Background: an optimization exercise with open tools, aiming at small area, a short achievable clock period and few clock cycles per item. Do not read the settings as production practice. Where RTL was checked, it was by simulation tests only, not by an equivalence proof against the original. Only the layout flow was run in runs 2 to 7; the RTL was not checked for function there.

==> flow/design.v <==
module tea_cipher_engine #(
  parameter int          ROUNDS           = 32,
  parameter int          ROUNDS_PER_CYCLE = 1,
  parameter logic [31:0] DELTA            = 32'h9E3779B9
) (
  input  logic         clk,
  input  logic         reset,
  input  logic         in_valid,
  output logic         in_ready,
  input  logic         in_mode,
  input  logic [63:0]  in_data,
  input  logic [127:0] in_key,
  output logic         out_valid,
  input  logic         out_ready,
  output logic [63:0]  out_data,
  output logic         out_mode,
  output logic         busy
);
  localparam int N     = ROUNDS / ROUNDS_PER_CYCLE;
  localparam int CNT_W = (N > 1) ? $clog2(N) : 1;
  localparam logic [CNT_W-1:0] LAST_CNT = CNT_W'(N - 1);
  localparam logic [31:0] DEC_SUM_INIT = 32'(64'(DELTA) * 64'(ROUNDS));
  if (ROUNDS < 1) begin : g_bad_rounds
    $error("tea_cipher_engine: ROUNDS must be >= 1");
  end
  if (ROUNDS_PER_CYCLE < 1 || (ROUNDS % ROUNDS_PER_CYCLE) != 0) begin : g_bad_unroll
    $error("tea_cipher_engine: ROUNDS_PER_CYCLE must divide ROUNDS exactly");
  end
  typedef enum logic [1:0] {
    IDLE = 2'd0,
    RUN  = 2'd1,
    DONE = 2'd2
  } state_e;
  state_e           state_q, state_d;
  logic [CNT_W-1:0] cnt_q, cnt_d;
  logic [31:0]      v0_q, v0_d;
  logic [31:0]      v1_q, v1_d;
  logic [31:0]      sum_q, sum_d;
  logic [127:0]     key_q, key_d;
  logic             mode_q, mode_d;
  logic [63:0]      out_data_q, out_data_d;
  logic             out_mode_q, out_mode_d;
  logic [31:0] k0, k1, k2, k3;
  logic [31:0] rv0, rv1, rsum;
  assign k0 = key_q[127:96];
  assign k1 = key_q[95:64];
  assign k2 = key_q[63:32];
  assign k3 = key_q[31:0];
  function automatic logic [31:0] tea_mix(
    input logic [31:0] v,
    input logic [31:0] s,
    input logic [31:0] ka,
    input logic [31:0] kb
  );
    tea_mix = ((v << 4) + ka) ^ (v + s) ^ ((v >> 5) + kb);
  endfunction
  always_comb begin
    rv0  = v0_q;
    rv1  = v1_q;
    rsum = sum_q;
    for (int i = 0; i < ROUNDS_PER_CYCLE; i++) begin
      if (!mode_q) begin
        rsum = rsum + DELTA;
        rv0  = rv0 + tea_mix(rv1, rsum, k0, k1);
        rv1  = rv1 + tea_mix(rv0, rsum, k2, k3);
      end else begin
        rv1  = rv1 - tea_mix(rv0, rsum, k2, k3);
        rv0  = rv0 - tea_mix(rv1, rsum, k0, k1);
        rsum = rsum - DELTA;
      end
    end
  end
  always_ff @(posedge clk) begin
    if (reset) begin
      state_q    <= IDLE;
      cnt_q      <= '0;
      v0_q       <= '0;
      v1_q       <= '0;
      sum_q      <= '0;
      key_q      <= '0;
      mode_q     <= 1'b0;
      out_data_q <= '0;
      out_mode_q <= 1'b0;
    end else begin
      state_q    <= state_d;
      cnt_q      <= cnt_d;
      v0_q       <= v0_d;
      v1_q       <= v1_d;
      sum_q      <= sum_d;
      key_q      <= key_d;
      mode_q     <= mode_d;
      out_data_q <= out_data_d;
      out_mode_q <= out_mode_d;
    end
  end
  always_comb begin
    state_d = state_q;
    unique case (state_q)
      IDLE:    if (in_valid) state_d = RUN;
      RUN:     if (cnt_q == LAST_CNT) state_d = DONE;
      DONE:    if (out_ready) state_d = IDLE;
      default: state_d = IDLE;
    endcase
  end
  always_comb begin
    cnt_d      = cnt_q;
    v0_d       = v0_q;
    v1_d       = v1_q;
    sum_d      = sum_q;
    key_d      = key_q;
    mode_d     = mode_q;
    out_data_d = out_data_q;
    out_mode_d = out_mode_q;
    unique case (state_q)
      IDLE: begin
        if (in_valid) begin
          v0_d   = in_data[63:32];
          v1_d   = in_data[31:0];
          key_d  = in_key;
          mode_d = in_mode;
          cnt_d  = '0;
          sum_d  = in_mode ? DEC_SUM_INIT : 32'd0;
        end
      end
      RUN: begin
        v0_d  = rv0;
        v1_d  = rv1;
        sum_d = rsum;
        cnt_d = cnt_q + 1'b1;
        if (cnt_q == LAST_CNT) begin
          out_data_d = {rv0, rv1};
          out_mode_d = mode_q;
        end
      end
      default: ;
    endcase
  end
  always_comb begin
    in_ready  = (state_q == IDLE);
    out_valid = (state_q == DONE);
    busy      = (state_q != IDLE);
    out_data  = out_data_q;
    out_mode  = out_mode_q;
  end
endmodule
==> flow/run.sh <==
#!/bin/bash
# synth_recipe.tcl (not shown) runs the flow's synth.tcl, then flattens the netlist and writes it again
# the make line also repeats each setting of config.mk as NAME=value (left out here)
make -C /OpenROAD-flow-scripts/flow DESIGN_CONFIG=/design/flow/config.mk WORK_HOME=/design/flow/orfs CLKGATE_MAP_FILE= SYNTH_SCRIPT=/design/flow/synth_recipe.tcl finish
==> flow/config.mk <==
export PLATFORM = sky130hd
export DESIGN_NAME = tea_cipher_engine
export DESIGN_NICKNAME = tea_cipher_engine
export VERILOG_FILES = /design/flow/design.v
export SDC_FILE = /design/flow/constraint.sdc
export NUM_CORES = 4
export LEC_CHECK = 0
export CAP_MARGIN = 20
export CORE_MARGIN = 2
export CORE_UTILIZATION = 40
export SLEW_MARGIN = 20
==> flow/constraint.sdc <==
create_clock -name core_clock -period 12.0 [get_ports {clk}]
set_input_delay 2.4000 -clock core_clock [delete_from_list [all_inputs] [get_ports {clk}]]
set_output_delay 2.4000 -clock core_clock [all_outputs]
set_load 0.01 [all_outputs]
==> results of run 1 <==
worst max-delay path: cells and delay by family, from the launching register on:
kind / cells / cell delay [ns]
AOI/OAI and AO/OA: 20 / 5.41
xor gates and xnor gates: 8 / 2.28
adders and majority gates: 5 / 1.73
and+or+nand+nor: 7 / 1.18
DFF: 1 / 0.42
buffers and inverters: 1 / 0.07
registers in the layout, indices dropped and copies added (netlist names):
name        count
key_q         128
out_data_q     64
sum_q          32
v0_q           32
v1_q           32
cnt_q           5
state_q         2
mode_q          1
out_mode_q      1
cells by family (layout without fill, tap and decap cells):
| group | count (synthesis) | in the layout |
|---|---|---|
| muxes | 25 | 25 |
| DFF | 297 | 297 |
| adders and majority gates | 501 | 501 |
| AOI/OAI and AO/OA | 1558 | 1558 |
| buffers and inverters | 293 | 511 |
| and+or+nand+nor | 1285 | 1285 |
| xor gates and xnor gates | 732 | 732 |
path summary, 6_finish.rpt:
path / start / end / slack [ns]
max: sum_q[1]$_SDFFE_PP0P_ / v1_q[31]$_SDFFE_PP0P_ / 0.75
min: out_data_q[34]$_SDFFE_PP0P_ / out_data_q[34]$_SDFFE_PP0P_ / 0.46
max reg2reg: sum_q[1]$_SDFFE_PP0P_ / v1_q[31]$_SDFFE_PP0P_ / 0.75
min reg2reg: out_data_q[34]$_SDFFE_PP0P_ / out_data_q[34]$_SDFFE_PP0P_ / 0.46
routing by layer:
| metal | vias up | track usage | part of all wire |
|---|---|---|---|
| met5 | - | 0 | 0 |
| met4 | 0 | 0.200 | 0.076 |
| met3 | 304 | 0.0366 | 0.055 |
| met2 | 1308 | 0.505 | 0.45 |
| met1 | 16500 | 0.383 | 0.42 |
| li1 | 17300 | - | - |
metrics by stage:
stage,std cells,util
final,6085,0.460
after floorplan,4691,-
after CTS,6085,0.460
after global routing,6085,0.460
after global placement,6018,0.445
after detailed placement,6018,0.445
placed cells by master (no fill, tap or decap), drive strengths merged, types with 12 or more instances in the layout:
cell and count:
or3 19, inv 133, a21oi 548, nand3 72, ha 485, buf 52, xnor2 596, a311oi 15
o21ai 246, clkdlybuf4s50 263, a221oi 51, nor2 361, a21boi 17, or2 13, a31oi 40, clkbuf 52
o21bai 64, nand4 31, xor2 129, fa 16, dfxtp 297, o211ai 19, and2 21, o31ai 17
nor3 53, a211oi 66, a22oi 38, nand2 541, a21o 237, nand2b 47, and3 44, nor2b 51
mux2i 19, o21a 60, a31o 12
Yosys cell counts, drive strengths merged, types with 23 or more instances:
cell	count
o21a	60
nand2b	47
and3	44
nand4	31
a31oi	40
nand2	541
a21o	237
a22oi	38
nor2b	51
nor3	53
nor2	361
xnor2	596
ha	485
a21oi	548
a211oi	66
buf	23
xor2	129
o21ai	246
clkbuf	141
dfxtp	297
inv	128
o21bai	64
nand3	72
a221oi	51
final cells by class:
type | count | area (um2) | share of cell area
Multi-Input combinational cell | 4101 | 29000 | 0.704
Sequential cell | 297 | 5950 | 0.144
Timing Repair Buffer | 315 | 3030 | 0.0735
Tap cell | 1176 | 1470 | 0.0357
Clock buffer | 52 | 1090 | 0.0266
Inverter | 129 | 484 | 0.0118
Clock inverter | 15 | 180 | 0.00437
==> out/results.ini, run 1 <==
[outcome]
status=finished clean

[place]
port_buffers=264
gp_congestion=0.974
dp_hpwl_um=120000
dpl_cell_area_mm2=0.0399
dp_slack_ns=0.379

[sta]
fin_tns_setup_ns=0
hold_viol=0
setup_viol=0
slew_viol_final=0
worst_pin_slew_ns=1.18
rsz0062_at_grt=no
fin_skew_ns=0.0296
max_freq_mhz=88.9
holdWs_ns=0.457
layout_min_cycle_time_ns=11.25
worst_slack_ns=0.753
fin_crit_sh=0.937
maxSlewHeadroom=0.213

[cells_and_area]
area_delta_synth_final_pct=14.5
drive_above_1_share=0.0383
final_area_mm2=0.0412
antennaDiodeCount=0
num-nets-final=5580
fill_cells=9111

[routing]
post_drt_wl_per_cell_um=24.2
drt_iter0_drc=3077
via_per_inst=5.81
route.detailed.drc=0
dr.pass1.iters=7
vias=35400
ant_nets=0
drt-total-wl_um=147000

[synth]
synth.ff_latch_count=297
yosys.area_share.simple=0.158
synthAdderAreaFrac=0.178
ys_async_sr_fraction=0
ys_warn_count=1
synth-xor-area-share=0.181
synth_top_cell_area_share=0.169
synthFlopType=dfxtp_1
synth_top_family_by_area=compound AO/OA/AOI/OAI gates
syn-cell-area_mm2=0.0360
syn_nets=5389
muxShareOfSynthArea=0.00716
ys_seq_area_frac=0.165
synth_cell_types=99
yosys.area.top_type=ha_1
synthCells=4691
synth_compound_area_frac=0.280
synth_edf_count=0
syn_avg_cell_area_um2=7.67
ys_top_cells_by_area=ha_1 17%, dfxtp_1 17%, xnor2_1 14%

[global_routing]
grt_pass1_wl_um=216000
grt_max_degree=80
grt_overflow_total=0
grt_pass1_vias=32800
antenna_found_initial=2
grtUsageTotal=0.308

[worst_setup_path]
startpoint_type=flop
endpoint_kind=flop
r2r_cells=41
cp_max_fo=9
slowest_stage=a2111oi_1
worst-setup-path-type=reg2reg
worst_ep_required_time_ns=12.41
cp.arrival_ns=11.65
cp_slowest_stage_delay_ns=0.54

[clock_network]
numCtsBuffers=38
cts_setup_buffers=0
cts_root_buffer=clkbuf_16
ctsHoldBuffers=0
cts.sinks=297
insertion_delay_ns=0.59
cts_resized=0
clk_path_buf_depth=3
clkSlewWorstSetupHoldPaths_ns=0.06
htree_num_levels=2
cts_tree=built

[floorplan]
die_w_um=304
initial_core_util=0.402
die_y_um=304
ios=265
rows=110
core_mm2=0.0896
die_area_mm2=0.0924

[run]
cap_violations=0

[min_path]
whs_path_depth=2
hold_path_class=reg2reg

Testbench counts, summed over its fixed seeds: cycles 43,520, items 1,280.
==> run 2: changes to the inputs <==
==> flow/design.v (replaced) <==
module tea_cipher_engine #(
  parameter int          ROUNDS      = 32,
  parameter int          HPC         = 1,      
  parameter bit          READY_COMB  = 1'b1,   
  parameter logic [31:0] DELTA       = 32'h9E3779B9
) (
  input  logic         clk,
  input  logic         reset,
  input  logic         in_valid,
  output logic         in_ready,
  input  logic         in_mode,
  input  logic [63:0]  in_data,
  input  logic [127:0] in_key,
  output logic         out_valid,
  input  logic         out_ready,
  output logic [63:0]  out_data,
  output logic         out_mode,
  output logic         busy
);
  localparam int HALVES = 2 * ROUNDS;
  localparam int NCYC   = HALVES / HPC;
  localparam int CNT_W  = (NCYC > 1) ? $clog2(NCYC) : 1;
  localparam int HC_W   = $clog2(HALVES);
  localparam int SIDX_W = HC_W - 1;
  localparam logic [CNT_W-1:0] LAST_CNT = CNT_W'(NCYC - 1);
  if (ROUNDS < 2 || (ROUNDS & (ROUNDS - 1)) != 0) begin : g_bad_rounds
    $error("tea_cipher_engine: ROUNDS must be a power of two >= 2");
  end
  if (HPC < 1 || (HALVES % HPC) != 0 || (HPC & (HPC - 1)) != 0) begin : g_bad_hpc
    $error("tea_cipher_engine: HPC must be a power of two dividing 2 * ROUNDS");
  end
  logic [31:0]      a_q, b_q;
  logic [127:0]     key_q;
  logic             mode_q;
  logic             run_q;
  logic [CNT_W-1:0] cnt_q;
  logic             ov_q;
  function automatic logic [31:0] tea_mix(
    input logic [31:0] v,
    input logic [31:0] s,
    input logic [31:0] ka,
    input logic [31:0] kb
  );
    tea_mix = ((v << 4) + ka) ^ (v + s) ^ ((v >> 5) + kb);
  endfunction
  function automatic logic [31:0] round_sum(input logic [SIDX_W-1:0] idx);
    round_sum = DELTA * (32'(idx) + 32'd1);
  endfunction
  logic [31:0] na, nb;
  always_comb begin
    logic [31:0]       x, y, m, s, ka, kb;
    logic [HC_W-1:0]   g;
    logic              ksel;
    x = b_q;
    y = a_q;
    for (int h = 0; h < HPC; h++) begin
      g    = HC_W'(cnt_q) * HC_W'(HPC) + HC_W'(h);
      ksel = g[0] ^ mode_q;
      ka   = ksel ? key_q[63:32] : key_q[127:96];
      kb   = ksel ? key_q[31:0]  : key_q[95:64];
      s    = round_sum(g[HC_W-1:1] ^ {SIDX_W{mode_q}});
      m    = tea_mix(x, s, ka, kb) ^ {32{mode_q}};
      m    = y + m + {31'd0, mode_q};
      y    = x;
      x    = m;
    end
    na = y;
    nb = x;
  end
  logic last, accept;
  assign last   = run_q && (cnt_q == LAST_CNT);
  assign accept = in_valid && in_ready;
  always_ff @(posedge clk) begin
    if (run_q) begin
      a_q <= na;
      b_q <= nb;
    end else if (accept) begin
      a_q    <= in_mode ? in_data[31:0]  : in_data[63:32];
      b_q    <= in_mode ? in_data[63:32] : in_data[31:0];
      key_q  <= in_key;
      mode_q <= in_mode;
    end
  end
  always_ff @(posedge clk) begin
    if (reset) begin
      run_q <= 1'b0;
      cnt_q <= '0;
      ov_q  <= 1'b0;
    end else begin
      if (run_q) begin
        cnt_q <= cnt_q + 1'b1;
        if (last) begin
          run_q <= 1'b0;
          ov_q  <= 1'b1;
        end
      end else begin
        if (out_ready) ov_q <= 1'b0;
        if (accept) run_q <= 1'b1;
      end
    end
  end
  if (READY_COMB) begin : g_ready_comb
    assign in_ready = !run_q && (!ov_q || out_ready);
  end else begin : g_ready_reg
    assign in_ready = !run_q && !ov_q;
  end
  assign out_valid = ov_q;
  assign busy      = run_q || ov_q;
  assign out_data  = mode_q ? {b_q, a_q} : {a_q, b_q};
  assign out_mode  = mode_q;
endmodule
==> run 2 against run 1 <==
Net effect:
- wire length is 65% lower
- still clean
- register-to-register slack better by 2.4 ns
- clock-buffer cell count down 24
- maximum frequency rose by 28%
- final cell count down 58%
- first-iteration DRC count is 71% lower
- critical path depth shrank 9
- largest cell class unchanged
- synthesized area down 52%
==> out/results.ini, run 2 <==
[outcome]
status=finished clean

[worst_setup_path]
cp_slowest_stage_delay_ns=0.65  ; +0.11 ns
cp_max_fo=9  ; unchanged
cp.arrival_ns=9.05  ; -2.60 ns
cpMostUsedCell=o21ai_0
worst_ep_required_time_ns=12.24  ; -0.17 ns
cp_top_family=compound AO/OA/AOI/OAI gates
cp.buffers_inverters=4  ; +3
worst-setup-path-type=reg2reg
endpoint_kind=flop
slowest_stage=o311ai_0
startpoint_type=flop

[synth]
ys_top_cells_by_area=edfxtp_1 33%, ha_1 11%, xnor2_1 9.4%
synthFlopType=edfxtp_1
synth_commonest_cells=193 x edfxtp_1, 185 x xnor2_1, 153 x ha_1
yosysMostFrequentCell=edfxtp_1
synth_edf_count=193  ; +193
yosys.area.top_type=edfxtp_1
synth.ff_latch_count=201  ; -32%
synth_top_cell_area_share=0.335  ; +0.166
ys_warn_count=1  ; unchanged
synth_cell_types=61  ; -38%
ys_seq_area_frac=0.344  ; +0.179
ys_async_sr_fraction=0  ; unchanged
syn_avg_cell_area_um2=10.2  ; +33%
syn-cell-area_mm2=0.0173  ; -52%
syn_nets=2102  ; -61%
synthCells=1699  ; -64%

[clock_network]
insertion_delay_ns=0.56  ; -0.03 ns
numCtsBuffers=25  ; -34%
clkSlewWorstSetupHoldPaths_ns=0.06  ; about the same
cts.sinks=201  ; -32%
cts_tree=built
htree_num_levels=1  ; -1
cts_resized=0  ; unchanged
ctsHoldBuffers=0  ; unchanged
clk_path_buf_depth=3  ; unchanged
cts_setup_buffers=0  ; unchanged
cts_root_buffer=clkbuf_16

[cells_and_area]
multi_input_area_mm2=0.0106  ; -63%
final_cell_mix=263 x clkdlybuf4s50_1, 193 x edfxtp_1, 185 x xnor2_1
largest_register_ffs=128  ; unchanged
fill_cells=4017  ; -56%
area_delta_synth_final_pct=23.2
final-seq-area_mm2=0.00596  ; +0.17%
regMostFlops=key_q
antennaDiodeCount=0  ; unchanged
top_regs=key_q (128), a_q (32), b_q (32)
final_common_cell=clkdlybuf4s50_1
num-nets-final=2347  ; -58%
instances_no_fill=2543  ; -58%
drive_above_1_share=0.0843  ; +0.0460

[sta]
fin_skew_ns=0.0306  ; +0.000981 ns
fin_tns_setup_ns=0  ; unchanged
setup_viol=0  ; unchanged
worst_pin_slew_ns=1.03  ; -0.151 ns
holdWs_ns=0.620  ; +0.163 ns
layout_min_cycle_time_ns=8.81  ; -2.44 ns
hold_viol=0  ; unchanged
max_freq_mhz=114  ; +28%
maxSlewHeadroom=0.312  ; +0.0987
rsz0062_at_grt=no
fin_crit_sh=0.734  ; -0.203
slew_viol_final=0  ; unchanged

[floorplan]
core_mm2=0.0429  ; -52%
die_area_mm2=0.0450  ; -51%
ios=265  ; unchanged
rows=76  ; -31%
die_w_um=212  ; -30%
die_y_um=212  ; -30%
initial_core_util=0.404  ; +0.00189

[place]
place_inst=2502  ; -58%
dp_hpwl_um=41100  ; -66%
port_buffers=264  ; unchanged
gp_congestion=0.952  ; -2.2%

[global_routing]
grt_pass1_wl_um=78300  ; -64%
grt_max_degree=74  ; -7.5%
grtUsageTotal=0.229  ; -0.0790
grt_pass1_vias=13600  ; -59%
antenna_found_initial=0  ; -2
grt_overflow_total=0  ; unchanged

[routing]
ant_nets=0  ; unchanged
post_drt_wl_per_cell_um=20.1  ; -17%
met1Wirelength_um=23200  ; -62%
drt-total-wl_um=51100  ; -65%
wl_met2_um=23400  ; -65%
route.detailed.drc=0  ; unchanged
vias=13300  ; -62%
wl_met3_um=3030  ; -63%
drt_iter0_drc=901  ; -71%
routed.top_layer=met4
via_per_inst=5.24  ; -9.8%
dr.pass1.iters=5  ; -2

[run]
cap_violations=0  ; unchanged

[min_path]
hold_path_class=reg2reg

## run 2: changes by cell type after synthesis, moves of 100 or more
| cell | previous run | this run |
|---|---|---|
| a21oi_1 | 548 | 112 |
| nand2_1 | 541 | 122 |
| xnor2_1 | 595 | 185 |
| ha_1 | 485 | 153 |
| nor2_1 | 361 | 62 |
| dfxtp_1 | 297 | 8 |
| edfxtp_1 | 0 | 193 |
| a21o_1 | 235 | 58 |
| o21ai_0 | 239 | 133 |
| clkbuf_1 | 141 | 41 |
## run 2: area by class of cell
class	count	share of cell area
multi-input cells	1295	0.498
flip-flops and latches	201	0.279
clock buffers	28	0.0299
inverters	147	0.0259
well taps	585	0.0343
clock inverters	13	0.00557
repair buffers	274	0.127
## run 2: cell families after synthesis
group           count (synthesis)  synth area share
compound gates                403             0.142
simple gates                  294            0.0784
xor+xnor                      223             0.114
fa+ha+maj                     206             0.172
buf+inv                       203            0.0440
flops                         201             0.344
mux                           169             0.105
## run 2: layer usage
metal,vias up,GRT usage
met3,80,0.0353
met1,6301,0.314
li1,6553,-
met4,0,0.0673
met2,392,0.375
met5,-,0
## run 2: per-stage QoR
stage	worst slack (ns)	utilization	area [um2]
after floorplan	3.49	-	17300
after global placement	3.36	0.480	20600
after detailed placement	3.24	0.480	20600
after CTS	3.21	0.497	21300
after global routing	2.48	0.497	21300
final	3.19	0.497	21300
## run 2: final timing paths
kind	from	end	slack (ns)	cells past startpoint
worst max-delay path	cnt_q[1]$_SDFFE_PP0P_	b_q[30]$_DFFE_PP_	3.19	32
worst min-delay path	ov_q$_SDFFE_PP0P_	ov_q$_SDFFE_PP0P_	0.62	3
worst max register to register	cnt_q[1]$_SDFFE_PP0P_	b_q[30]$_DFFE_PP_	3.19	32
worst min register to register	ov_q$_SDFFE_PP0P_	ov_q$_SDFFE_PP0P_	0.62	3
## run 2: worst reg2reg max path: cells and delay by family (launching register included)
| kind | cells | cell delay (ns) |
|---|---|---|
| and+or+nand+nor | 3 | 0.58 |
| adders and majority gates | 6 | 2.31 |
| buffers and inverters | 4 | 0.41 |
| AOI/OAI and AO/OA | 17 | 4.01 |
| DFF | 1 | 0.52 |
| xor gates and xnor gates | 2 | 0.68 |
==> run 3: changes to the inputs <==
--- a/flow/config.mk
+++ b/flow/config.mk
@@ -9,3 +9,4 @@
 export CORE_MARGIN = 2
 export CORE_UTILIZATION = 40
+export SETUP_SLACK_MARGIN = 5
 export SLEW_MARGIN = 20
==> run 3 against run 2 <==
Net effect:
- still clean
- synthesized area stayed put
- first-iteration DRC count down 3.0%
- maximum frequency increased by 23%
- sequential share of layout area is 1.6 points lower
==> out/results.ini, run 3 <==
[routing]
ant_nets=0  ; unchanged
post_drt_wl_per_cell_um=20.1  ; about the same
route.detailed.drc=0  ; unchanged
vias=13800  ; +3.7%
dr.pass1.iters=5  ; unchanged
drt_iter0_drc=874  ; -3.0%
wl_met3_um=3400  ; +12%
via_per_inst=5.29  ; +0.89%
wl_met2_um=25000  ; +7.1%
met1Wirelength_um=22700  ; -2.0%
routed.top_layer=met4
drt-total-wl_um=52500  ; +2.8%

[min_path]
hold_path_class=reg2reg

[cells_and_area]
num-nets-final=2411  ; +2.7%
top_regs=key_q (128), a_q (32), b_q (32)
drive_above_1_share=0.160  ; +0.0760
final_cell_mix=263 x clkdlybuf4s50_1, 193 x edfxtp_1, 181 x xnor2_1
antennaDiodeCount=0  ; unchanged
final_core_util=0.529  ; +0.0315
largest_register_ffs=128  ; unchanged
area_delta_synth_final_pct=31.0
final_area_mm2=0.0227  ; +6.3%
final_common_cell=clkdlybuf4s50_1
regMostFlops=key_q
fill_cells=3837  ; -4.5%

[global_routing]
grt_max_degree=81  ; +9.5%
antenna_found_initial=0  ; unchanged
grt_pass1_wl_um=79000  ; +0.96%
grt_overflow_total=0  ; unchanged
grt_pass1_vias=13900  ; +2.2%
grtUsageTotal=0.231  ; +0.00135

[synth]
ys_seq_area_frac=0.344  ; unchanged
synth_cell_types=61  ; unchanged
synth_top_cell_area_share=0.335  ; unchanged
ys_async_sr_fraction=0  ; unchanged
synth.ff_latch_count=201  ; unchanged
yosys.area.top_type=edfxtp_1
syn_avg_cell_area_um2=10.2  ; unchanged
synth_commonest_cells=193 x edfxtp_1, 185 x xnor2_1, 153 x ha_1
ys_warn_count=1  ; unchanged
synthCells=1699  ; unchanged
syn-cell-area_mm2=0.0173  ; unchanged
yosysMostFrequentCell=edfxtp_1
synth_edf_count=193  ; unchanged
syn_nets=2102  ; unchanged
ys_top_cells_by_area=edfxtp_1 33%, ha_1 11%, xnor2_1 9.4%
synthFlopType=edfxtp_1

[sta]
fin_tns_setup_ns=0  ; unchanged
worst_pin_slew_ns=0.991  ; -0.0386 ns
maxSlewHeadroom=0.339  ; +0.0274
fin_crit_sh=0.595  ; -0.139
fin_skew_ns=0.0123  ; -0.0184 ns
hold_viol=0  ; unchanged
rsz0062_at_grt=yes
layout_min_cycle_time_ns=7.14  ; -1.67 ns
setup_viol=0  ; unchanged
slew_viol_final=0  ; unchanged
holdWs_ns=0.594  ; -0.0267 ns
max_freq_mhz=140  ; +23%

[clock_network]
clk_path_buf_depth=3  ; unchanged
cts_tree=built
cts_root_buffer=clkbuf_16
numCtsBuffers=26  ; +4.0%
cts.sinks=201  ; unchanged
htree_num_levels=1  ; unchanged
ctsHoldBuffers=0  ; unchanged
insertion_delay_ns=0.55  ; about the same
clkSlewWorstSetupHoldPaths_ns=0.06  ; about the same

[place]
dpl_cell_area_mm2=0.0207  ; +0.75%
dp_hpwl_um=40500  ; -1.5%
gp_congestion=0.953  ; +0.14%
port_buffers=264  ; unchanged

[worst_setup_path]
worst-setup-path-type=reg2reg
cp.arrival_ns=7.41  ; -1.64 ns
cp.buffers_inverters=6  ; +2
cp_top_family=adder cells
cpMostUsedCell=fa_1
worst_ep_required_time_ns=12.27  ; +0.03 ns
slowest_stage=fa_1
endpoint_kind=flop
cp_max_fo=6  ; -3
cp_slowest_stage_delay_ns=0.53  ; -0.12 ns
startpoint_type=flop

[floorplan]
ios=265  ; unchanged
core_mm2=0.0429  ; unchanged
initial_core_util=0.404  ; unchanged
die_area_mm2=0.0450  ; unchanged
rows=76  ; unchanged
die_w_um=212  ; unchanged
die_y_um=212  ; unchanged

[run]
cap_violations=0  ; unchanged

[outcome]
status=finished clean

## run 3: cell count changes in the layout (fill, tap and decap cells not counted), sizes merged
cell,delta
bufinv,+4
bufbuf,+2
buf,+61
clkinvlp,+2
clkinv,+1
## run 3: final cells by class
type / count / area, um2 / share of cell area
timing repair buffer: 337 / 3280 / 0.145
inverter: 147 / 552 / 0.0243
clock inverter: 20 / 262 / 0.0115
clock buffer: 28 / 658 / 0.0290
multi-input combinational: 1295 / 11200 / 0.495
sequential: 201 / 5980 / 0.264
tap: 585 / 732 / 0.0323
## run 3: worst paths after layout
kind	from	to	slack, ns	cells past startpoint
setup / recovery	mode_q$_DFFE_PP_	b_q[31]$_DFFE_PP_	4.86	31
hold / removal	cnt_q[1]$_SDFFE_PP0P_	cnt_q[1]$_SDFFE_PP0P_	0.59	2
setup reg to reg	mode_q$_DFFE_PP_	b_q[31]$_DFFE_PP_	4.86	31
hold reg to reg	cnt_q[1]$_SDFFE_PP0P_	cnt_q[1]$_SDFFE_PP0P_	0.59	2
## run 3: kinds of logic (layout without fill, tap and decap cells)
kind of cell	count (synthesis)	count (layout)	share of synthesized area
compound gates	403	403	0.142
simple gates	294	294	0.0784
xor+xnor	223	223	0.114
fa+ha+maj	206	206	0.172
buf+inv	203	532	0.0440
flops	201	201	0.344
mux	169	169	0.105
## run 3: stage by stage
step	setup slack [ns]	cells
floorplan	4.67	1699
global placement	4.10	2502
detailed placement	3.89	2502
CTS	4.97	2587
global route	4.61	2613
finish	4.86	2613
## run 3: what timing repair did
| action | in CTS | in global routing |
|---|---|---|
| gates cloned | 2 | 0 |
| endpoints found under the setup margin | 20 | 16 |
| pin swaps | 27 | 74 |
| setup buffers | 35 | 26 |
| gates resized for setup | 52 | 59 |
## run 3: worst register-to-register path, delay by kind of cell, from the launching register on
family	cells	cell delay (ns)
AND/OR/NAND/NOR	4	0.72
flip-flops	1	0.45
AO/OA/AOI/OAI	11	2.28
XOR/XNOR	4	0.63
buffers and inverters	6	0.51
adder cells (fa/ha/maj)	6	2.30
## run 3: metal layers
layer  GRT usage  up-vias
met5           0        -
met4      0.0529        0
met3      0.0363       69
met2       0.393      439
met1       0.308     6612
li1            -     6695
==> run 4: changes to the inputs <==
--- a/flow/design.v
+++ b/flow/design.v
@@ -1,5 +1,5 @@
 module tea_cipher_engine #(
   parameter int          ROUNDS      = 32,
-  parameter int          HPC         = 1,      
+  parameter int          HPC         = 2,      
   parameter bit          READY_COMB  = 1'b1,   
   parameter logic [31:0] DELTA       = 32'h9E3779B9
--- a/flow/config.mk
+++ b/flow/config.mk
@@ -9,4 +9,3 @@
 export CORE_MARGIN = 2
 export CORE_UTILIZATION = 40
-export SETUP_SLACK_MARGIN = 5
 export SLEW_MARGIN = 20
==> run 4 against run 3 <==
Net effect:
- utilization fell by 0.95 points
- synthesized area rose by 44%
- final cell count rose by 55%
- flip-flop and latch count fell by 1
- largest cell class unchanged
- highest routed layer unchanged
==> out/results.ini, run 4 <==
[routing]
drt_iter0_drc=2129  ; +140%
dr.pass1.iters=6  ; +1
drt-total-wl_um=95300  ; +81%
via_per_inst=5.53  ; +4.6%
route.detailed.drc=0  ; unchanged
post_drt_wl_per_cell_um=23.5  ; +17%
vias=22400  ; +62%
ant_nets=0  ; unchanged

[sta]
maxSlewHeadroom=0.370  ; +0.0313
max_freq_mhz=86.6  ; -38%
worst_slack_ns=0.458  ; -4.40 ns
layout_min_cycle_time_ns=11.54  ; +4.40 ns
fin_tns_setup_ns=0  ; unchanged
fin_skew_ns=0.0237  ; +0.0115 ns
fin_crit_sh=0.962  ; +0.367
hold_viol=0  ; unchanged
slew_viol_final=0  ; unchanged
setup_viol=0  ; unchanged
worst_pin_slew_ns=0.944  ; -0.0470 ns
holdWs_ns=0.519  ; -0.0749 ns

[cells_and_area]
largest_register_ffs=128  ; unchanged
area_delta_synth_final_pct=28.6
final_common_cell=buf_4
num-nets-final=3758  ; +56%
top_regs=key_q (128), a_q (32), b_q (32)
regMostFlops=key_q
drive_above_1_share=0.199  ; +0.0386
final_area_mm2=0.0320  ; +41%
final_cell_mix=326 x buf_4, 320 x xnor2_1, 263 x clkdlybuf4s50_1

[floorplan]
die_w_um=253  ; +20%
core_mm2=0.0616  ; +44%
ios=265  ; unchanged
rows=91  ; +20%
initial_core_util=0.404  ; about the same
die_y_um=253  ; +20%
die_area_mm2=0.0642  ; +43%

[worst_setup_path]
r2r_cells=54  ; +74%
cp_slowest_stage_delay_ns=0.61  ; +0.08 ns
cp_max_fo=5  ; -1
endpoint_kind=flop
cp.buffers_inverters=8  ; +2
cp.arrival_ns=11.92  ; +4.51 ns
slowest_stage=fa_1
worst_ep_required_time_ns=12.38  ; +0.11 ns
crit_cells=54  ; +74%
worst-setup-path-type=reg2reg
cpMostUsedCell=buf_4
cp_top_family=compound AO/OA/AOI/OAI gates
startpoint_type=flop

[synth]
synth_cell_types=71  ; +16%
syn-cell-area_mm2=0.0249  ; +44%
synth.ff_latch_count=200  ; -0.50%
synthCells=2653  ; +56%
syn_nets=3206  ; +53%
syn_avg_cell_area_um2=9.38  ; -7.9%
yosysMostFrequentCell=xnor2_1
yosys.area.top_type=edfxtp_1
ys_warn_count=1  ; unchanged
synth_commonest_cells=334 x xnor2_1, 271 x ha_1, 227 x inv_1
synth_top_cell_area_share=0.233  ; -0.102
ys_async_sr_fraction=0  ; unchanged
ys_top_cells_by_area=edfxtp_1 23%, ha_1 14%, xnor2_1 12%
synthFlopType=edfxtp_1
synth_edf_count=193  ; unchanged
ys_seq_area_frac=0.239  ; -0.106

[min_path]
whs_path_depth=2  ; unchanged
hold_path_class=reg2reg

[global_routing]
grt_overflow_total=0  ; unchanged
grt_pass1_wl_um=139000  ; +75%
antenna_found_initial=2  ; +2
grt_max_degree=87  ; +7.4%
grtUsageTotal=0.295  ; +0.0647
grt_pass1_vias=22000  ; +59%

[run]
cap_violations=0  ; unchanged

[clock_network]
numCtsBuffers=17  ; -35%
clkSlewWorstSetupHoldPaths_ns=0.09  ; +0.03 ns
cts_root_buffer=clkbuf_16
clk_path_buf_depth=2  ; -1
cts_tree=built
ctsHoldBuffers=0  ; unchanged
insertion_delay_ns=0.52  ; -0.03 ns
cts.sinks=200  ; -0.50%
htree_num_levels=4  ; +3

[outcome]
status=finished clean

[place]
port_buffers=264  ; unchanged
dp_slack_ns=-0.421  ; -4.31 ns
dpl_cell_area_mm2=0.0308  ; +48%
dp_hpwl_um=79600  ; +97%
gp_congestion=0.978  ; +2.6%

## run 4: final cells by class
class	instances	area, um2
sequential	200	5940
clock buffer	17	425
clock inverter	15	166
timing repair buffer	594	5140
antenna	1	2.50
inverter	227	855
tap	837	1050
fill	5666	29600
multi-input combinational	2165	18400
## run 4: final timing paths
check	slack, ns	from	to
worst max-delay path	0.46	mode_q$_DFFE_PP_	b_q[31]$_DFFE_PP_
worst max register to register	0.46	mode_q$_DFFE_PP_	b_q[31]$_DFFE_PP_
worst min register to register	0.52	ov_q$_SDFFE_PP0P_	ov_q$_SDFFE_PP0P_
worst min-delay path	0.52	ov_q$_SDFFE_PP0P_	ov_q$_SDFFE_PP0P_
## run 4: repair_timing
action / in CTS / in global routing
pin swaps: 0 / 39
setup endpoints to repair: 7 / 12
resized for setup: 7 / 96
buffers inserted: 0 / 14
cloned: 0 / 1
## run 4: routing by layer
layer,GRT usage,vias to the layer above,share of wire
met4,0.0708,0,0.017
met1,0.454,11000,0.49
li1,-,10600,-
met2,0.427,775,0.42
met3,0.0451,77,0.075
met5,0,-,0
## run 4: kinds of logic (layout without fill, tap and decap cells)
logic type | Yosys count | in the layout | share of synthesized area
compound gates | 696 | 696 | 0.175
simple gates | 481 | 481 | 0.0944
xor+xnor | 409 | 409 | 0.146
fa+ha+maj | 356 | 356 | 0.205
buf+inv | 288 | 853 | 0.0436
mux | 223 | 223 | 0.0980
flops | 200 | 200 | 0.239
other cells | 0 | 1 | 0
## run 4: through the flow
stage / utilization / cells
final: 0.519 / 4056
after floorplan: - / 2653
after detailed placement: 0.500 / 4008
after global placement: 0.500 / 4008
after global routing: 0.519 / 4055
after CTS: 0.510 / 4040
## run 4: worst min-delay path, delay by kind of cell, from the launching register on
kind             cells  cell delay, ns
AO/OA/AOI/OAI        1            0.06
flip-flops           1            0.33
AND/OR/NAND/NOR      1            0.08
==> run 5: changes to the inputs <==
--- a/flow/design.v
+++ b/flow/design.v
@@ -1,5 +1,5 @@
 module tea_cipher_engine #(
   parameter int          ROUNDS      = 32,
-  parameter int          HPC         = 2,      
+  parameter int          HPC         = 1,      
   parameter bit          READY_COMB  = 1'b1,   
   parameter logic [31:0] DELTA       = 32'h9E3779B9
==> flow/flow/run.sh (new file) <==
#!/bin/bash
# Standard ORFS layout with two changes: no full/half-adder cell extraction before ABC
# (ABC then sees and times the whole datapath), and timing repair aimed at a tighter
# setup margin than the 12 ns clock needs. Each step's full log is under orfs/logs/.
set -euo pipefail
MARGIN=${MARGIN:-7}
bash standard.sh ADDER_MAP_FILE= SETUP_SLACK_MARGIN=$MARGIN finish > make_finish.log 2>&1
==> flow/standard.sh (new file) <==
#!/bin/bash
# synth_recipe.tcl (not shown) runs the flow's synth.tcl, then flattens the netlist and writes it again
# the make line also repeats each setting of config.mk as NAME=value (left out here)
make -C /OpenROAD-flow-scripts/flow DESIGN_CONFIG=/design/flow/config.mk WORK_HOME=/design/flow/orfs CLKGATE_MAP_FILE= SYNTH_SCRIPT=/design/flow/synth_recipe.tcl "${@:-finish}"
removed: flow/run.sh
==> run 5 against run 4 <==
Net effect:
- die area decreased by 22%
- non-clock buffer count decreased by 175
- global-route usage decreased by 0.36 points
- largest cell class unchanged
- critical endpoint unchanged
- flip-flop and latch count increased by 1
- hold slack improved by 0.047 ns
==> out/results.ini, run 5 <==
[global_routing]
grt_max_degree=87  ; unchanged
grt_overflow_total=0  ; unchanged
antenna_found_initial=2  ; unchanged
grt_pass1_wl_um=112000  ; -19%
grt_pass1_vias=18000  ; -18%
grtUsageTotal=0.292  ; -0.00361

[cells_and_area]
instances_no_fill=3073  ; -24%
final_cell_mix=259 x clkdlybuf4s50_1, 250 x xnor2_1, 241 x nand2_1
antennaDiodeCount=0  ; -1
top_regs=key_q (128), a_q (32), b_q (32)
largest_register_ffs=128  ; unchanged
drive_above_1_share=0.208  ; +0.00942
final_area_mm2=0.0258  ; -19%
area_delta_synth_final_pct=33.1
regMostFlops=key_q
final_common_cell=clkdlybuf4s50_1
final_core_util=0.539  ; +0.0201
num-nets-final=2637  ; -30%

[worst_setup_path]
crit_end=b_q[31]$_DFFE_PP_
startpoint_type=flop
cp_max_fo=5  ; unchanged
rrSetupSlack_ns=4.98  ; +4.52 ns
reg2reg_from=mode_q$_DFFE_PP_
worst-setup-path-type=reg2reg
r2r_end=b_q[31]$_DFFE_PP_
endpoint_kind=flop
r2r_cells=27  ; -50%
worst_ep_required_time_ns=12.30  ; -0.08 ns
cp.arrival_ns=7.32  ; -4.60 ns
startpoint=mode_q$_DFFE_PP_

[synth]
syn_avg_cell_area_um2=9.01  ; -4.0%
ys_warn_count=1  ; unchanged
syn-cell-area_mm2=0.0194  ; -22%
synth_top_cell_area_share=0.299  ; +0.0665
synthCells=2149  ; -19%
syn_nets=2346  ; -27%
yosysMostFrequentCell=xnor2_1
yosys.area.top_type=edfxtp_1
synth_commonest_cells=282 x xnor2_1, 248 x nand2_1, 193 x edfxtp_1
synth_cell_types=112  ; +58%
synth.ff_latch_count=201  ; +0.50%
synth_edf_count=193  ; unchanged
ys_seq_area_frac=0.308  ; +0.0691
ys_async_sr_fraction=0  ; unchanged
ys_top_cells_by_area=edfxtp_1 30%, xnor2_1 13%, mux2i_1 4.9%
synthFlopType=edfxtp_1

[sta]
rsz0062_at_grt=yes
max_freq_mhz=142  ; +64%
worst_pin_slew_ns=1.06  ; +0.113 ns
fin_tns_setup_ns=0  ; unchanged
worst_slack_ns=4.98  ; +4.52 ns
slew_viol_final=0  ; unchanged
layout_min_cycle_time_ns=7.02  ; -4.52 ns
setup_viol=0  ; unchanged
fin_crit_sh=0.585  ; -0.376
maxSlewHeadroom=0.295  ; -0.0755
fin_skew_ns=0.0161  ; -0.00760 ns
hold_viol=0  ; unchanged

[place]
place_inst=2891  ; -28%
dp_slack_ns=3.59  ; +4.01 ns
dp_hpwl_um=50800  ; -36%
gp_congestion=0.974  ; -0.42%
dpl_cell_area_mm2=0.0223  ; -27%
port_buffers=264  ; unchanged

[min_path]
hold_path_class=reg2reg

[routing]
dr.pass1.iters=6  ; unchanged
vias=18400  ; -18%
route.detailed.drc=0  ; unchanged
drt_iter0_drc=1919  ; -9.9%
post_drt_wl_per_cell_um=25.0  ; +6.5%
ant_nets=0  ; unchanged
via_per_inst=5.98  ; +8.2%
drt-total-wl_um=76800  ; -19%

[clock_network]
cts_tree=built
clk_path_buf_depth=3  ; +1
numCtsBuffers=25  ; +8
insertion_delay_ns=0.55  ; +0.03 ns
clkSlewWorstSetupHoldPaths_ns=0.07  ; -0.02 ns
htree_num_levels=1  ; -3
cts_root_buffer=clkbuf_16
cts.sinks=201  ; +0.50%

[floorplan]
initial_core_util=0.405  ; +0.00146
die_y_um=224  ; -12%
die_w_um=224  ; -12%
ios=265  ; unchanged
rows=80  ; -12%
die_area_mm2=0.0502  ; -22%
core_mm2=0.0477  ; -22%

[outcome]
status=finished clean

[run]
cap_violations=0  ; unchanged

-- run 5: changes by cell type in the layout (fill, tap and decap cells not counted), sizes merged, moves of 22 or more --
cell / before / now
mux2i: 58 / 96
a21oi: 219 / 112
mux2: 165 / 58
a21o: 121 / 16
xnor2: 336 / 290
buf: 331 / 150
nor2: 88 / 119
nand2: 150 / 248
o21ai: 161 / 187
o21a: 30 / 8
fa: 85 / 0
ha: 271 / 0
inv: 232 / 65
maj3: 0 / 76
-- run 5: cells by family after synthesis --
group / count (synthesis) / synth area share
AOI/OAI and AO/OA: 579 / 0.202
and+or+nand+nor: 560 / 0.134
xor gates and xnor gates: 355 / 0.176
buffers and inverters: 224 / 0.0548
DFF: 201 / 0.308
muxes: 154 / 0.0842
adders and majority gates: 76 / 0.0412
-- run 5: timing repair --
action	in CTS	in global routing
pin swaps	67	33
setup buffers	86	35
gates cloned	12	4
hold buffers	0	0
resized for setup	183	69
setup endpoints to repair	92	162
-- run 5: layout make-up --
cell class	instances	area, um2
Clock buffer	31	658
Clock inverter	14	181
Fill cell	4312	22000
Inverter	67	273
Multi-Input combinational cell	1725	13400
Sequential cell	201	5980
Tap cell	615	769
Timing Repair Buffer	419	4450
Timing Repair inverter	1	5.00
-- run 5: worst min-delay path by stage --
stage                      startpoint           endpoint  slack [ns]  depth (start not counted)
floorplan           ov_q$_SDFFE_PP0P_  ov_q$_SDFFE_PP0P_        0.53                          2
global placement    ov_q$_SDFFE_PP0P_  ov_q$_SDFFE_PP0P_        0.50                          2
finish              ov_q$_SDFFE_PP0P_  ov_q$_SDFFE_PP0P_        0.57                          2
detailed placement  ov_q$_SDFFE_PP0P_  ov_q$_SDFFE_PP0P_        0.52                          2
CTS                 ov_q$_SDFFE_PP0P_  ov_q$_SDFFE_PP0P_        0.53                          2
global route        ov_q$_SDFFE_PP0P_  ov_q$_SDFFE_PP0P_        0.61                          2
-- run 5: metrics by stage --
stage	hold WS [ns]
after detailed placement	0.524
after floorplan	0.532
after CTS	0.530
final	0.566
after global routing	0.614
after global placement	0.503
-- run 5: worst max-delay path, stage by stage (launching register included) --
cell      delay, ns
edfxtp_1       0.42
buf_12         0.16
buf_12         0.12
xor2_4         0.15
buf_12         0.15
buf_12         0.13
buf_16         0.14
mux2_4         0.30
and2_4         0.16
maj3_2         0.28
maj3_2         0.29
maj3_2         0.33
o2bb2a_4       0.21
o311ai_4       0.12
maj3_2         0.35
maj3_2         0.33
maj3_2         0.32
maj3_2         0.37
maj3_2         0.39
xnor2_4        0.17
xnor2_4        0.24
xnor2_2        0.16
nor2_2         0.08
o41ai_4        0.44
o21ai_2        0.11
maj3_2         0.33
a2111o_1       0.37
o221a_2        0.12
-- run 5: routing by layer --
| layer | vias up | part of all wire | track usage |
|---|---|---|---|
| met5 | - | 0.00022 | 0 |
| li1 | 8405 | - | - |
| met1 | 8961 | 0.43 | 0.395 |
| met4 | 2 | 0.038 | 0.104 |
| met3 | 177 | 0.084 | 0.0523 |
| met2 | 839 | 0.45 | 0.467 |
==> run 6: changes to the inputs <==
--- a/flow/design.v
+++ b/flow/design.v
@@ -3,4 +3,5 @@
   parameter int          HPC         = 1,      
   parameter bit          READY_COMB  = 1'b1,   
+  parameter int          ADDER       = 2,
   parameter logic [31:0] DELTA       = 32'h9E3779B9
 ) (
@@ -36,4 +37,55 @@
   logic [CNT_W-1:0] cnt_q;
   logic             ov_q;
+  function automatic logic [31:0] add32(input logic [31:0] a, input logic [31:0] b, input logic cin);
+    logic [31:0] p, g, G, P;
+    logic [31:0] c;
+    if (ADDER == 0) begin
+      add32 = a + b + {31'd0, cin};
+    end else begin
+      p = a ^ b;
+      g = a & b;
+      g[0] = g[0] | (p[0] & cin);
+      G = g; P = p;
+      if (ADDER == 1) begin
+        for (int d = 1; d < 32; d = d * 2)
+          for (int i = 2 * d - 1; i < 32; i = i + 2 * d) begin
+            G[i] = G[i] | (P[i] & G[i - d]);
+            P[i] = P[i] & P[i - d];
+          end
+        for (int d = 8; d >= 1; d = d / 2)
+          for (int i = 3 * d - 1; i < 32; i = i + 2 * d) begin
+            G[i] = G[i] | (P[i] & G[i - d]);
+            P[i] = P[i] & P[i - d];
+          end
+      end else if (ADDER == 2) begin
+        for (int d = 1; d < 32; d = d * 2)
+          for (int i = 0; i < 32; i++)
+            if ((i & d) != 0) begin
+              G[i] = G[i] | (P[i] & G[(i & ~(2 * d - 1)) + d - 1]);
+              P[i] = P[i] & P[(i & ~(2 * d - 1)) + d - 1];
+            end
+      end else if (ADDER == 3) begin
+        for (int i = 1; i < 32; i++) begin
+          G[i] = G[i] | (P[i] & G[i - 1]);
+        end
+      end else begin
+        for (int d = 1; d < 32; d = d * 2) begin
+          logic [31:0] G2, P2;
+          G2 = G; P2 = P;
+          for (int i = 1; i < 32; i = i + 2)
+            if (i - d >= 0 && (d == 1 || ((i - d) % 2) == 1)) begin
+              G2[i] = G[i] | (P[i] & G[i - d]);
+              P2[i] = P[i] & P[i - d];
+            end
+          G = G2; P = P2;
+        end
+        for (int i = 2; i < 32; i = i + 2) begin
+          G[i] = G[i] | (P[i] & G[i - 1]);
+        end
+      end
+      c = {G[30:0], cin};
+      add32 = p ^ c;
+    end
+  endfunction
   function automatic logic [31:0] tea_mix(
     input logic [31:0] v,
@@ -42,5 +94,5 @@
     input logic [31:0] kb
   );
-    tea_mix = ((v << 4) + ka) ^ (v + s) ^ ((v >> 5) + kb);
+    tea_mix = add32(v << 4, ka, 1'b0) ^ add32(v, s, 1'b0) ^ add32(v >> 5, kb, 1'b0);
   endfunction
   function automatic logic [31:0] round_sum(input logic [SIDX_W-1:0] idx);
@@ -61,5 +113,5 @@
       s    = round_sum(g[HC_W-1:1] ^ {SIDX_W{mode_q}});
       m    = tea_mix(x, s, ka, kb) ^ {32{mode_q}};
-      m    = y + m + {31'd0, mode_q};
+      m    = add32(y, m, mode_q);
       y    = x;
       x    = m;
==> run 6 against run 5 <==
Net effect:
- die area decreased by 6.9%
- critical path type unchanged
- critical endpoint unchanged
- hold slack got worse by 0.017 ns
- via count decreased by 8.3%
- still clean on timing, DRC and antenna
- clock skew increased by 0.0078 ns
- first-iteration DRC count decreased by 31%
- non-clock buffer count increased by 12
- utilization increased by 2.3 points
==> out/results.ini, run 6 <==
[outcome]
status=finished clean

[clock_network]
numCtsBuffers=24  ; -4.0%
insertion_delay_ns=0.55  ; about the same
clk_path_buf_depth=3  ; unchanged
cts.sinks=201  ; unchanged
cts_tree=built
clkSlewWorstSetupHoldPaths_ns=0.06  ; about the same
cts_root_buffer=clkbuf_16
htree_num_levels=1  ; unchanged
ctsHoldBuffers=0  ; unchanged

[floorplan]
rows=77  ; -3.8%
die_w_um=216  ; -3.5%
die_area_mm2=0.0467  ; -6.9%
core_mm2=0.0443  ; -7.2%
die_y_um=216  ; -3.5%
initial_core_util=0.406  ; +0.000670
ios=265  ; unchanged

[routing]
ant_nets=0  ; unchanged
drt-total-wl_um=65500  ; -15%
route.detailed.drc=0  ; unchanged
drt_iter0_drc=1321  ; -31%
vias=16800  ; -8.3%
post_drt_wl_per_cell_um=22.5  ; -10%
via_per_inst=5.78  ; -3.4%
dr.pass1.iters=6  ; unchanged

[worst_setup_path]
endpoint_kind=flop
startpoint_type=flop
r2r_cells=24  ; -11%
cp_max_fo=8  ; +3
worst_ep_required_time_ns=12.39  ; +0.09 ns
cp.buffers_inverters=5  ; unchanged
crit_chain=buf_12 -> xor2_4 -> buf_6 -> buf_12 -> mux2_4 -> xnor2_4 -> buf_6 -> a2111oi_4 -> a211oi_4 -> buf_6 -> a211oi_4 -> o211ai_2 -> a32oi_2 -> a21bo_1 -> a211o_1 -> a21oi_2 -> o32ai_2 -> maj3_2 -> a211oi_4 -> o211ai_4 -> a221oi_2 -> nor4_4 -> a211o_1 -> nor3_2
cp_slowest_stage_delay_ns=0.45  ; about the same
slowest_stage=edfxtp_1
rrSetupSlack_ns=6.02  ; +1.04 ns
r2r_end=b_q[31]$_DFFE_PP_
reg2reg_from=mode_q$_DFFE_PP_
cp_top_family=compound AO/OA/AOI/OAI gates
worst-setup-path-type=reg2reg
cp.arrival_ns=6.37  ; -0.95 ns

[synth]
syn_nets=2186  ; -6.8%
yosysMostFrequentCell=xnor2_1
synthFlopType=edfxtp_1
synth_top_cell_area_share=0.322  ; +0.0226
ys_async_sr_fraction=0  ; unchanged
ys_warn_count=1  ; unchanged
synth_edf_count=193  ; unchanged
yosys.area.top_type=edfxtp_1
synthCells=1989  ; -7.4%
synth_commonest_cells=253 x xnor2_1, 226 x nand2_1, 193 x edfxtp_1
synth_cell_types=105  ; -6.3%
syn_avg_cell_area_um2=9.05  ; +0.45%
syn-cell-area_mm2=0.0180  ; -7.0%
ys_top_cells_by_area=edfxtp_1 32%, xnor2_1 12%, mux2i_1 5.0%
synth.ff_latch_count=201  ; unchanged
ys_seq_area_frac=0.331  ; +0.0233

[cells_and_area]
fill_cells=3920  ; -9.1%
antennaDiodeCount=0  ; unchanged
regMostFlops=key_q
num-nets-final=2502  ; -5.1%
top_regs=key_q (128), a_q (32), b_q (32)
area_delta_synth_final_pct=38.5
final_core_util=0.562  ; +0.0231
largest_register_ffs=128  ; unchanged
drive_above_1_share=0.230  ; +0.0216
final_cell_mix=259 x clkdlybuf4s50_1, 224 x nand2_1, 223 x xnor2_1
final_common_cell=clkdlybuf4s50_1

[global_routing]
grt_overflow_total=0  ; unchanged
grtUsageTotal=0.267  ; -0.0247
grt_max_degree=78  ; -10%
antenna_found_initial=0  ; -2
grt_pass1_vias=16300  ; -9.5%
grt_pass1_wl_um=96600  ; -14%

[sta]
setup_viol=0  ; unchanged
fin_crit_sh=0.498  ; -0.0869
slew_viol_final=0  ; unchanged
holdWs_ns=0.549  ; -0.0166 ns
fin_skew_ns=0.0240  ; +0.00784 ns
rsz0062_at_grt=yes
fin_tns_setup_ns=0  ; unchanged
layout_min_cycle_time_ns=5.98  ; -1.04 ns
worst_pin_slew_ns=1.08  ; +0.0200 ns
max_freq_mhz=167  ; +17%
hold_viol=0  ; unchanged
maxSlewHeadroom=0.282  ; -0.0134

[min_path]
min-delay-start=ov_q$_SDFFE_PP0P_
whs_path_depth=2  ; unchanged
min_to=ov_q$_SDFFE_PP0P_
hold_path_class=reg2reg

[place]
dp_hpwl_um=44600  ; -12%
port_buffers=264  ; unchanged
gp_congestion=0.920  ; -5.6%

[run]
cap_violations=0  ; unchanged

==> run 6: cell count changes after synthesis, moves of 11 or more <==
cell | before | now
xnor2_1 | 282 | 253
nand2_1 | 248 | 226
clkbuf_1 | 75 | 90
nor2_1 | 117 | 102
o21ai_1 | 20 | 6
buf_6 | 17 | 6
==> run 6: metal layers <==
metal / share of wire / GRT usage
met5: 0 / 0
met4: 0.029 / 0.0744
met3: 0.070 / 0.0355
met2: 0.47 / 0.441
met1: 0.43 / 0.367
==> run 6: tightest hold or removal path, cell delays in order, from the launching register on <==
cell and delay (ns):
dfxtp_1 0.34, o21ai_0 0.09, a21oi_1 0.07
==> run 6: worst max-delay path by stage <==
stage	cells past startpoint	to	slack, ns	from
floorplan	19	b_q[31]$_DFFE_PP_	6.59	mode_q$_DFFE_PP_
global placement	21	b_q[31]$_DFFE_PP_	4.77	mode_q$_DFFE_PP_
detailed placement	21	b_q[31]$_DFFE_PP_	4.56	mode_q$_DFFE_PP_
CTS	22	b_q[31]$_DFFE_PP_	6.06	mode_q$_DFFE_PP_
global route	24	b_q[30]$_DFFE_PP_	5.83	mode_q$_DFFE_PP_
finish	24	b_q[31]$_DFFE_PP_	6.02	mode_q$_DFFE_PP_
==> run 6: cells by family (layout without fill, tap and decap cells) <==
| logic type | after synthesis | count (layout) | synth area share |
|---|---|---|---|
| AO/OA/AOI/OAI | 515 | 515 | 0.191 |
| XOR/XNOR | 319 | 319 | 0.166 |
| adder cells (fa/ha/maj) | 58 | 58 | 0.0334 |
| buffers and inverters | 203 | 537 | 0.0491 |
| flip-flops | 201 | 201 | 0.331 |
| multiplexers | 147 | 147 | 0.0864 |
| AND/OR/NAND/NOR | 546 | 546 | 0.144 |
==> run 6: what timing repair did <==
item | 4_1_cts | 5_1_grt
cloned | 13 | 1
resized for setup | 195 | 148
pin swaps | 78 | 94
setup buffers | 84 | 51
endpoints found under the setup margin | 79 | 37
==> run 6: cell type report <==
| type | count | area (um2) | area share |
|---|---|---|---|
| sequential | 201 | 5960 | 0.239 |
| multi-input combinational | 1585 | 12700 | 0.510 |
| inverter | 60 | 241 | 0.00969 |
| timing repair inverter | 2 | 10.0 | 0.000402 |
| clock buffer | 27 | 633 | 0.0254 |
| clock inverter | 17 | 188 | 0.00753 |
| tap | 592 | 741 | 0.0297 |
| timing repair buffer | 431 | 4450 | 0.178 |
==> run 6: per-stage QoR <==
stage          instances  area, um2  worst slack, ns
2_1_floorplan       1989      18100             6.59
3_3_place_gp        2722      21000             4.77
3_5_place_dp        2722      21000             4.56
4_1_cts             2863      23800             6.06
5_1_grt             2915      24900             5.83
6_report            2915      24900             6.02
==> run 7: changes to the inputs <==
==> flow/run.sh (new file) <==
#!/bin/bash
# synth_recipe.tcl (not shown) runs the flow's synth.tcl, then flattens the netlist and writes it again
# the make line also repeats each setting of config.mk as NAME=value (left out here)
make -C /OpenROAD-flow-scripts/flow DESIGN_CONFIG=/design/flow/config.mk WORK_HOME=/design/flow/orfs CLKGATE_MAP_FILE= SYNTH_SCRIPT=/design/flow/synth_recipe.tcl finish
--- a/flow/config.mk
+++ b/flow/config.mk
@@ -9,3 +9,4 @@
 export CORE_MARGIN = 2
 export CORE_UTILIZATION = 40
+export SETUP_SLACK_MARGIN = 5
 export SLEW_MARGIN = 20
removed: flow/flow/run.sh
removed: flow/standard.sh
==> run 7 against run 6 <==
Net effect:
- final cell count fell by 12%
- critical path type unchanged
- die area fell by 6.9%
- sequential share of layout area rose by 3.1 points
- flip-flop and latch count did not move
- hold slack improved by 0.055 ns
- design area fell by 11%
- still clean on timing, DRC and antenna
- clock-buffer cell count rose by 9
==> out/results.ini, run 7 <==
[synth]
muxShareOfSynthArea=0.0770  ; -0.00944
synth_compound_area_frac=0.121  ; -0.0699
synth_top_cell_area_share=0.346  ; +0.0242
ys_seq_area_frac=0.356  ; +0.0248
synth_commonest_cells=276 x nand2_1, 193 x edfxtp_1, 184 x xnor2_1
ys_warn_count=1  ; unchanged
synthFlopType=edfxtp_1
yosysMostFrequentCell=nand2_1
synth-xor-area-share=0.123  ; -0.0428
syn_avg_cell_area_um2=9.93  ; +9.8%
synth_edf_count=193  ; unchanged
yosys.area_share.simple=0.110  ; -0.0337
synth_cell_types=63  ; -40%
yosys.area.top_type=edfxtp_1
syn_nets=2092  ; -4.3%
synthAdderAreaFrac=0.178  ; +0.144
ys_top_cells_by_area=edfxtp_1 35%, ha_1 12%, xnor2_1 9.6%
synth.ff_latch_count=201  ; unchanged
synthCells=1685  ; -15%
syn-cell-area_mm2=0.0167  ; -7.0%
synth_top_family_by_area=adder cells
ys_async_sr_fraction=0  ; unchanged

[outcome]
status=finished clean

[clock_network]
cts_tree=built
htree_num_levels=1  ; unchanged
insertion_delay_ns=0.54  ; about the same
numCtsBuffers=25  ; +4.2%
cts.sinks=201  ; unchanged
ctsHoldBuffers=0  ; unchanged
clkSlewWorstSetupHoldPaths_ns=0.06  ; about the same
cts_root_buffer=clkbuf_16
clk_path_buf_depth=3  ; unchanged

[floorplan]
rows=74  ; -3.9%
die_w_um=209  ; -3.5%
die_area_mm2=0.0435  ; -6.9%
core_mm2=0.0411  ; -7.2%
die_y_um=209  ; -3.5%
initial_core_util=0.407  ; +0.00113
ios=265  ; unchanged

[cells_and_area]
final_area_mm2=0.0221  ; -11%
largest_register_ffs=128  ; unchanged
num-nets-final=2414  ; -3.5%
drive_above_1_share=0.149  ; -0.0812
area_delta_synth_final_pct=32.2
regMostFlops=key_q
final_core_util=0.538  ; -0.0242
final_cell_mix=272 x nand2_1, 263 x clkdlybuf4s50_1, 193 x edfxtp_1
final_common_cell=nand2_1
antennaDiodeCount=0  ; unchanged
top_regs=key_q (128), a_q (32), b_q (32)

[sta]
slew_viol_final=0  ; unchanged
maxSlewHeadroom=0.278  ; -0.00377
worst_pin_slew_ns=1.08  ; +0.00566 ns
fin_tns_setup_ns=0  ; unchanged
worst_slack_ns=3.76  ; -2.25 ns
fin_crit_sh=0.686  ; +0.188
hold_viol=0  ; unchanged
holdWs_ns=0.604  ; +0.0550 ns
max_freq_mhz=121  ; -27%
layout_min_cycle_time_ns=8.24  ; +2.25 ns
fin_skew_ns=0.0157  ; -0.00828 ns
rsz0062_at_grt=yes
setup_viol=0  ; unchanged

[routing]
post_drt_wl_per_cell_um=20.0  ; -11%
drt_iter0_drc=734  ; -44%
via_per_inst=5.22  ; -9.6%
ant_nets=0  ; unchanged
drt-total-wl_um=51100  ; -22%
route.detailed.drc=0  ; unchanged
vias=13300  ; -21%
dr.pass1.iters=7  ; +1

[worst_setup_path]
endpoint_kind=flop
startpoint_type=flop
cp.buffers_inverters=6  ; +1
cp.arrival_ns=8.63  ; +2.26 ns
cp_top_family=compound AO/OA/AOI/OAI gates
cp_max_fo=4  ; -4
startpoint=mode_q$_DFFE_PP_
slowest_stage=fa_1
reg2reg_from=mode_q$_DFFE_PP_
cpMostUsedCell=a21oi_2
cp_slowest_stage_delay_ns=0.53  ; +0.08 ns
worst_ep_required_time_ns=12.39  ; about the same
worst-setup-path-type=reg2reg

[place]
port_buffers=264  ; unchanged
dp_hpwl_um=38600  ; -14%
dp_slack_ns=3.00  ; -1.56 ns
dpl_cell_area_mm2=0.0202  ; -4.0%
gp_congestion=0.883  ; -4.0%

[global_routing]
grt_use_met3=0.0311  ; -0.00441
grt_overflow_total=0  ; unchanged
use_met2=0.389  ; -0.0516
grt_pass1_vias=13800  ; -15%
grtUsageTotal=0.233  ; -0.0339
grt_pass1_wl_um=78800  ; -18%
use_met1=0.317  ; -0.0502
gr-max-usage-layer=met2
grt_max_degree=83  ; +6.4%
antenna_found_initial=1  ; +1

[min_path]
hold_path_class=reg2reg
min-delay-start=ov_q$_SDFFE_PP0P_

[run]
cap_violations=0  ; unchanged

-- run 7: worst paths after layout --
path / end / slack (ns) / depth (start not counted)
setup / recovery: b_q[31]$_DFFE_PP_ / 3.76 / 41
hold reg to reg: ov_q$_SDFFE_PP0P_ / 0.60 / 3
setup reg to reg: b_q[31]$_DFFE_PP_ / 3.76 / 41
hold / removal: ov_q$_SDFFE_PP0P_ / 0.60 / 3
-- run 7: routing by layer --
metal  share of wire  vias up
met5               0        -
met1            0.46     6404
met4           0.026        0
li1                -     6568
met3           0.042       65
met2            0.47      312
-- run 7: per-stage QoR --
| stage | cells |
|---|---|
| after CTS | 2538 |
| after floorplan | 1685 |
| final | 2556 |
| after detailed placement | 2435 |
| after global routing | 2556 |
| after global placement | 2435 |
-- run 7: cell families (layout without fill, tap and decap cells) --
| family | Yosys count | in the layout |
|---|---|---|
| adder cells (fa/ha/maj) | 211 | 211 |
| XOR/XNOR | 233 | 233 |
| buffers and inverters | 158 | 497 |
| multiplexers | 122 | 122 |
| AO/OA/AOI/OAI | 336 | 336 |
| flip-flops | 201 | 201 |
| AND/OR/NAND/NOR | 424 | 424 |
-- run 7: what timing repair did --
item / 4_1_cts / 5_1_grt
setup endpoints to repair: 22 / 21
resized for setup: 73 / 38
cloned: 2 / 0
pin swaps: 89 / 52
endpoints found under the hold margin: 0 / 0
setup buffers: 57 / 17
-- run 7: final cells by class --
| cell class | count | area [um2] |
|---|---|---|
| inverters | 101 | 379 |
| flip-flops and latches | 201 | 5970 |
| clock buffers | 36 | 677 |
| fillers | 3693 | 19000 |
| clock inverters | 8 | 145 |
| repair buffers | 352 | 3420 |
| multi-input cells | 1326 | 10900 |
| well taps | 532 | 666 |
-- run 7: worst min-delay path, delay by kind of cell, from the launching register on --
kind	cells	cell delay, ns
flops	1	0.33
simple gates	2	0.16
compound gates	1	0.07

[static timing again, ports no longer ideal]
How much do the figures lean on ideal ports? The routed layouts below were timed once more, with nothing changed but the port constraints.
Step 1 sets driving cells, clkbuf_16 on the clock port and buf_2 on the other inputs (assumed; they add their load-dependent delay and slew).
Step 2, shift: input delay + t, output delay - t, t = (earliest + latest rising clock arrival at the registers) / 2. This alone moves slack from input paths to output paths.
Slacks: ideal ports / drivers / drivers and shift; pairs: ideal ports / drivers.
| run | t, ns | setup slack, ns | hold WS [ns] | worst setup path at the end | latest minus earliest clock arrival (ns) |
|---|---|---|---|---|---|
| run 1 | 0.638 | 0.753 / 0.753 / 0.753 | 0.457 / 0.457 / 0.457 | register to register | 0.030 / 0.030 |
| run 2 | 0.599 | 3.190 / 3.190 / 3.190 | 0.620 / 0.620 / 0.620 | register to register | 0.031 / 0.030 |
| run 3 | 0.601 | 4.860 / 4.860 / 4.860 | 0.594 / 0.594 / 0.594 | register to register | 0.013 / 0.013 |
| run 4 | 0.573 | 0.458 / 0.458 / 0.458 | 0.519 / 0.519 / 0.519 | register to register | 0.024 / 0.025 |
| run 5 | 0.593 | 4.976 / 4.976 / 4.976 | 0.566 / 0.566 / 0.566 | register to register | 0.019 / 0.019 |
| run 6 | 0.592 | 6.019 / 6.019 / 6.019 | 0.549 / 0.549 / 0.549 | register to register | 0.024 / 0.024 |
| run 7 | 0.592 | 3.765 / 3.765 / 3.765 | 0.604 / 0.604 / 0.604 | register to register | 0.016 / 0.016 |
After both steps setup and hold are still met in every run listed.
